Source: an optimization exercise on an open RTL-to-GDS flow (aim: small area and a short achievable clock period). Production flows keep margins and buffers that such runs may drop.
In this exercise RTL edits were held to simulation tests only and were not proved equivalent to the original.
Power is estimated from default activity; no workload was simulated.

`design/flow/run.sh`:
```
#!/bin/bash
# synth_recipe.tcl (not shown) runs the flow's synth.tcl, then flattens the netlist and writes it again
# the make line also repeats each setting of config.mk as NAME=value (left out here)
make -C /OpenROAD-flow-scripts/flow DESIGN_CONFIG=/design/flow/config.mk WORK_HOME=/design/flow/orfs CLKGATE_MAP_FILE= SYNTH_SCRIPT=/design/flow/synth_recipe.tcl finish
```
`design/flow/config.mk`:
```
export PLATFORM = sky130hd
export DESIGN_NAME = mem_responder
export DESIGN_NICKNAME = mem_responder
export VERILOG_FILES = /design/flow/design.v
export SDC_FILE = /design/flow/constraint.sdc
export NUM_CORES = 4
export LEC_CHECK = 0
export CAP_MARGIN = 20
export CORE_MARGIN = 2
export CORE_UTILIZATION = 40
export SLEW_MARGIN = 20
export SYNTH_HIERARCHICAL = 1
export SYNTH_MINIMUM_KEEP_SIZE = 0
```
`design/flow/constraint.sdc`:
```
create_clock -name core_clock -period 5.5 [get_ports {clk}]
set_input_delay 1.1000 -clock core_clock [delete_from_list [all_inputs] [get_ports {clk}]]
set_output_delay 1.1000 -clock core_clock [all_outputs]
set_load 0.01 [all_outputs]
```
`design/flow/design.v`:
```
module mem_responder #(
  parameter int WORDS = 64,
  parameter int WAIT  = 2
) (
  input  logic        clk,
  input  logic        reset,
  input  logic        req,
  input  logic        we,
  input  logic [31:0] adr,
  input  logic [31:0] wd,
  input  logic [3:0]  be,
  output logic [31:0] rd,
  output logic        ready,
  output logic        err
);
  logic [3:0] be_in;
  assign be_in = be;
  logic idle_q, b1_q, b2_q, resp_q, err_q;
  logic        we_q;
  logic [5:0]  idx_q;
  logic [31:0] wd_q;
  logic [3:0]  be_q;
  logic        wr_q;
  logic [31:0] rd_q;
  logic adr_ok, acc;
  assign adr_ok = (adr[1:0] == 2'b00) && (adr[31:8] == 24'd0);
  assign acc    = idle_q && req;
  always_ff @(posedge clk) begin
    if (reset) begin
      idle_q <= 1'b1;
      b1_q   <= 1'b0;
      b2_q   <= 1'b0;
      resp_q <= 1'b0;
      err_q  <= 1'b0;
      wr_q   <= 1'b0;
    end else begin
      idle_q <= resp_q || (idle_q && !req);
      b1_q   <= acc && adr_ok;
      b2_q   <= b1_q;
      resp_q <= b2_q || (acc && !adr_ok);
      err_q  <= acc && !adr_ok;
      wr_q   <= resp_q && we_q && !err_q;
    end
  end
  always_ff @(posedge clk) begin
    if (idle_q) begin
      we_q  <= we;
      idx_q <= adr[7:2];
      wd_q  <= wd;
      be_q  <= be_in;
    end
  end
  logic p_q;
  always_ff @(posedge clk) p_q <= !p_q;
  logic [7:0]  hi, lo;
  logic [63:0] row;     
  logic [63:0] wsel_n;  
  always_comb begin
    for (int i = 0; i < 8; i++) begin
      hi[i] = (idx_q[5:3] == 3'(i));
      lo[i] = (idx_q[2:0] == 3'(i));
    end
    for (int w = 0; w < 64; w++) begin
      row[w]    = hi[w / 8] && lo[w % 8];
      wsel_n[w] = !(hi[w / 8] && lo[w % 8] && wr_q);
    end
  end
  logic [31:0]   wdp;
  logic [2047:0] mem_q, mem_d;
  logic [255:0]  ld;
  logic [3:0]    be_n;
  always_comb begin
    for (int b = 0; b < 4; b++) be_n[b] = !be_q[b];
    for (int i = 0; i < 32; i++) wdp[i] = (wd_q[i] ^ p_q) || be_n[i / 8];
    for (int w = 0; w < 64; w++)
      for (int b = 0; b < 4; b++) ld[4*w+b] = !(wsel_n[w] || be_n[b]);
  end
  genvar gw, gi, gg;
  generate
    for (gw = 0; gw < 64; gw++) begin : g_w
      for (gi = 0; gi < 32; gi++) begin : g_b
        mr_o22ai u_cell (
          .a1(mem_q[32*gw+gi]), .a2(ld[4*gw+gi/8]),
          .b1(wdp[gi]),         .b2(wsel_n[gw]),
          .y(mem_d[32*gw+gi])
        );
      end
    end
  endgenerate
  always_ff @(posedge clk) mem_q <= mem_d;
  logic rd_en_n;
  assign rd_en_n = !(b2_q && !we_q && !reset);
  logic [31:0] rd_d;
  generate
    for (gi = 0; gi < 32; gi++) begin : g_rd
      logic [21:0] t;    
      logic [5:0]  g;    
      logic [1:0]  n;    
      logic        x, xp_n;
      for (gg = 0; gg < 21; gg++) begin : g_t
        mr_a222oi u_t (
          .a1(mem_q[32*(3*gg)+gi]),   .a2(row[3*gg]),
          .b1(mem_q[32*(3*gg+1)+gi]), .b2(row[3*gg+1]),
          .c1(mem_q[32*(3*gg+2)+gi]), .c2(row[3*gg+2]),
          .y(t[gg])
        );
      end
      mr_nand2 u_t21 (.a(mem_q[32*63+gi]), .b(row[63]), .y(t[21]));
      for (gg = 0; gg < 5; gg++) begin : g_g
        mr_nand4 u_g (.a(t[4*gg]), .b(t[4*gg+1]), .c(t[4*gg+2]), .d(t[4*gg+3]), .y(g[gg]));
      end
      mr_nand2 u_g5 (.a(t[20]), .b(t[21]), .y(g[5]));
      mr_nor3 u_n0 (.a(g[0]), .b(g[1]), .c(g[2]), .y(n[0]));
      mr_nor3 u_n1 (.a(g[3]), .b(g[4]), .c(g[5]), .y(n[1]));
      mr_nand2 u_x (.a(n[0]), .b(n[1]), .y(x));
      mr_xnor2 u_p (.a(x), .b(p_q), .y(xp_n));
      mr_nor2 u_o (.a(xp_n), .b(rd_en_n), .y(rd_d[gi]));
    end
  endgenerate
  always_ff @(posedge clk) rd_q <= rd_d;
  assign ready = resp_q;
  assign err   = err_q;
  assign rd    = rd_q;
endmodule
module mr_o22ai (input logic a1, a2, b1, b2, output logic y);
  assign y = !((a1 || a2) && (b1 || b2));
endmodule
module mr_a222oi (input logic a1, a2, b1, b2, c1, c2, output logic y);
  assign y = !((a1 && a2) || (b1 && b2) || (c1 && c2));
endmodule
module mr_nand2 (input logic a, b, output logic y);
  assign y = !(a && b);
endmodule
module mr_nand4 (input logic a, b, c, d, output logic y);
  assign y = !(a && b && c && d);
endmodule
module mr_nor3 (input logic a, b, c, output logic y);
  assign y = !(a || b || c);
endmodule
module mr_nor2 (input logic a, b, output logic y);
  assign y = !(a || b);
endmodule
module mr_xnor2 (input logic a, b, output logic y);
  assign y = !(a ^ b);
endmodule
```
==> metrics.md <==
| Metric | Value |
|---|---|
| Result of the run | `no timing/DRC/antenna violations` |
| Number of port buffers | `105` |
| Top-area cell type share of the netlist area | `61.0%` |
| Most used standard cell by instance count after synthesis | `dfxtp_1` |
| Share of synthesized area occupied by flip-flops and latches | `62.9%` |
| Longest Clk Path Bufs | `3` |
| Maximum number of pins on one net before global-route repair | `73` |
| Clk pin slew, worst setup/hold paths | `60 ps` |
| Clock latency on the worst-skew pair | `840 ps` |
| CTS Buf Count | `198` |
| Class of the most critical setup path | `flip-flop to flip-flop` |
| Post-DP HPWL | `176000 µm` |
| Post-detailed-route wirelength per cell | `32.7 µm` |
| Placeable core region | `170000 µm²` |
| End-of-flow core utilization | `47.4%` |
| Routability cong. | `0.914` |
| Height of the die | `418 µm` |
| Fin crit share | `78.7%` |
| Capturing element type of the critical path | `flip-flop` |
| Syn Nets | `5942` |
| Final Setup Violations | `0` |
| Initial core utilization | `40.4%` |
| Synth Instances | `5870` |
| Post-layout minimum cycle time | `4330 ps` |
| Average size of a mapped cell | `11.7 µm²` |
| Critical path peak fanout | `32` |
| Via count of the first global-routing pass | `58520` |
| Remaining DRCs | `0` |
| Level count of the clock H-tree | `4` |
| Number of nets at the end of the flow | `6325` |
| Number of buffers inserted by post-CTS setup repair | `0` |
| Row cnt | `151` |
| Proportion of layout cells with a drive suffix above 1 | `10.5%` |
| Synth async-reset ratio | `0%` |
| Number of endpoints with negative hold slack in the final report | `0` |
| Total of hold buffers inserted after clock tree synthesis | `0` |
| Post-synth EDFFs | `43` |
| Number of vias after detailed routing | `62067` |
| Required time worst endpoint | `6180 ps` |
| Synthesized area | `68500 µm²` |
| Leading area contributor after synthesis | `dfxtp_1` |
| Final WL | `283000 µm` |
| Wire length of the first global-routing pass | `405000 µm` |
| Worst min path class | `flip-flop to flip-flop` |
| Count of state elements after synthesis | `2130` |
| Leftover overflow at the end of global routing | `0` |
| Peak supply drop | `303 µV` |
| Critical Path Source Type | `flip-flop` |
| Total routing resource utilization after global routing | `31.0%` |
| Die W | `418 µm` |
| Post-detailed-route count of antenna-violating nets | `0` |
| Commonest register cell after synthesis | `dfxtp_1` |
| Initial antenna violation count | `10` |
| Worst Tran Pin Value | `1210 ps` |
| Initial detailed-routing violation count | `11487` |
| CTS Root Cell | `clkbuf_16` |
| Slew HR | `19.1%` |
| Max_cap viols | `0` |
| Area growth from synthesis to layout | `17.4%` |
| Number of iterations in the first detailed-routing pass | `13` |
| Warnings, synthesis | `7` |
| Power Density | `401 nW/µm²` |
| CTS tree | `built` |
| Routed vias/inst | `7.19` |
| Setup tns final | `0 ps` |
| Leakage power total | `30.6 nW` |
| Setup repair after global routing missed its margin | `no` |
| Top cells by count, synth | `2087 x dfxtp_1, 2048 x o22ai_1, 672 x a222oi_1` |
| Worst setup skew after layout | `21.1 ps` |
| I/O pin cnt | `106` |
| Fmax | `231 MHz` |
| Post_cts resized | `0` |
| Count of clock tree sinks | `2130` |
| Die area | `175000 µm²` |
| Final-report max-slew violation count | `0` |
| Worst path arrival time | `5010 ps` |
| Top cells by area in the synthesized netlist | `dfxtp_1 61%, o22ai_1 19%, a222oi_1 9.8%` |
| Unique cell type count in the Yosys netlist | `41` |
-- flip-flops by register name, summed over array words and instances, names as in the netlist --
signal	count
b1_q	1
b2_q	1
be_q	4
err_q	1
idle_q	1
idx_q	6
mem_q	2048
p_q	1
rd_q	32
resp_q	1
wd_q	32
we_q	1
wr_q	1
-- kinds of logic after synthesis --
family	count (synthesis)	synth area share (%)
buffers and inverters	120	0.716
AND/OR/NAND/NOR	832	7.03
XOR/XNOR	64	0.818
flip-flops	2130	62.9
AO/OA/AOI/OAI	2724	28.6
-- power breakdown --
| group | internal (mW) | switching [mW] | leakage (nW) |
|---|---|---|---|
| logic | 0.632 | 1.57 | 9.28 |
| clock network | 8.12 | 5.99 | 3.30 |
| registers | 15.8 | 0.186 | 18.0 |
-- per-module statistics from Yosys, one instance, submodules excluded --
| module | flops+latches | cell area [µm²] | times used | cells inside |
|---|---|---|---|---|
| mr_nand2 | 0 | 3.75 | 96 | 1 |
| mr_nor3 | 0 | 10.0 | 64 | 1 |
| mem_responder | 2130 | 46600 | 1 | 2766 |
| mr_o22ai | 0 | 6.26 | 2048 | 1 |
| mr_xnor2 | 0 | 8.76 | 32 | 1 |
| mr_a222oi | 0 | 10.0 | 672 | 1 |
| mr_nor2 | 0 | 3.75 | 32 | 1 |
| mr_nand4 | 0 | 6.26 | 160 | 1 |
-- layout make-up --
cell class | instances | area, µm²
tap | 2218 | 2780
sequential | 2130 | 43100
timing repair buffer | 267 | 2300
multi-input combinational | 3620 | 25500
antenna | 11 | 27.5
clock inverter | 63 | 697
inverter | 36 | 135
fill | 15493 | 89200
clock buffer | 292 | 5960
-- routing by layer --
metal  routed length [µm]  vias up  GRT usage [%]
met5                   32        -              0
met4                19600        6           19.9
met3                29800      720           6.51
met2               123000     4014           46.3
met1               110000    31128           40.7
li1                     -    26199              -
-- metrics by stage --
step / total power [mW] / setup WS (ps) / hold slack, ps / cell area [µm²] / instances
5_1_grt: 33.1 / 1250 / 451 / 80400 / 8627
3_5_place_dp: 18.4 / 1330 / 428 / 73700 / 8269
4_1_cts: 32.2 / 1310 / 441 / 80400 / 8624
6_report: 32.3 / 1170 / 440 / 80500 / 8637
3_3_place_gp: 18.4 / 1360 / 422 / 73700 / 8267
2_1_floorplan: 17.4 / 2250 / 414 / 68500 / 5870
-- path summary, 6_finish.rpt --
check	from	endpoint	slack (ps)	depth (start not counted)
min reg2reg	b1_q$_SDFF_PP0_	b2_q$_SDFF_PP0_	440	1
max	idx_q[1]$_DFFE_PP_	rd_q[13]$_DFF_P_	1170	10
max reg2reg	idx_q[1]$_DFFE_PP_	rd_q[13]$_DFF_P_	1170	10
min	b1_q$_SDFF_PP0_	b2_q$_SDFF_PP0_	440	1
-- placed cells by master (no fill, tap or decap), types with 62 or more instances in the layout --
| cell type | instances |
|---|---|
| a222oi_1 | 672 |
| and2_1 | 136 |
| and3_1 | 122 |
| buf_4 | 157 |
| clkbuf_16 | 207 |
| clkdlybuf4s50_1 | 105 |
| dfxtp_1 | 2085 |
| nand2_1 | 129 |
| nand4_1 | 161 |
| nor2_1 | 62 |
| nor3_2 | 65 |
| o22ai_1 | 2048 |
| xnor2_1 | 64 |
-- critical path: stages, from the launching register on --
cell,delay (ps)
edfxtp_1,640
nand2_1,300
or2_2,540
nor2_2,80
buf_4,290
a222oi_1,650
nand4_1,460
nor3_2,770
nand2_1,170
xnor2_1,190
nor2_1,60

-- static timing again, ports no longer ideal --
In the flow no input, the clock included, has a driving cell. The finished layout below was timed again as built, in two steps. Step 1 assumes that a clkbuf_16 drives the clock port and a buf_2 every other input. Step 2 times the ports against the registers' clock, not the clock port: input delays grow and output delays shrink by t, the midpoint of the rising clock arrivals with the driver on. Three values: ideal ports, drivers, drivers and shift; two values: the first two.
t (ns): 0.935
slack for setup (ns): 1.170 / 1.170 / 1.170
clock arrival spread, ns: 0.028 / 0.028
worst slew at a driven data input, ns: 0.05
After both steps setup and hold are still met in this run. For this run, drivers alone change the setup slack by 0.000 ns; drivers and shift together by 0.000 ns.
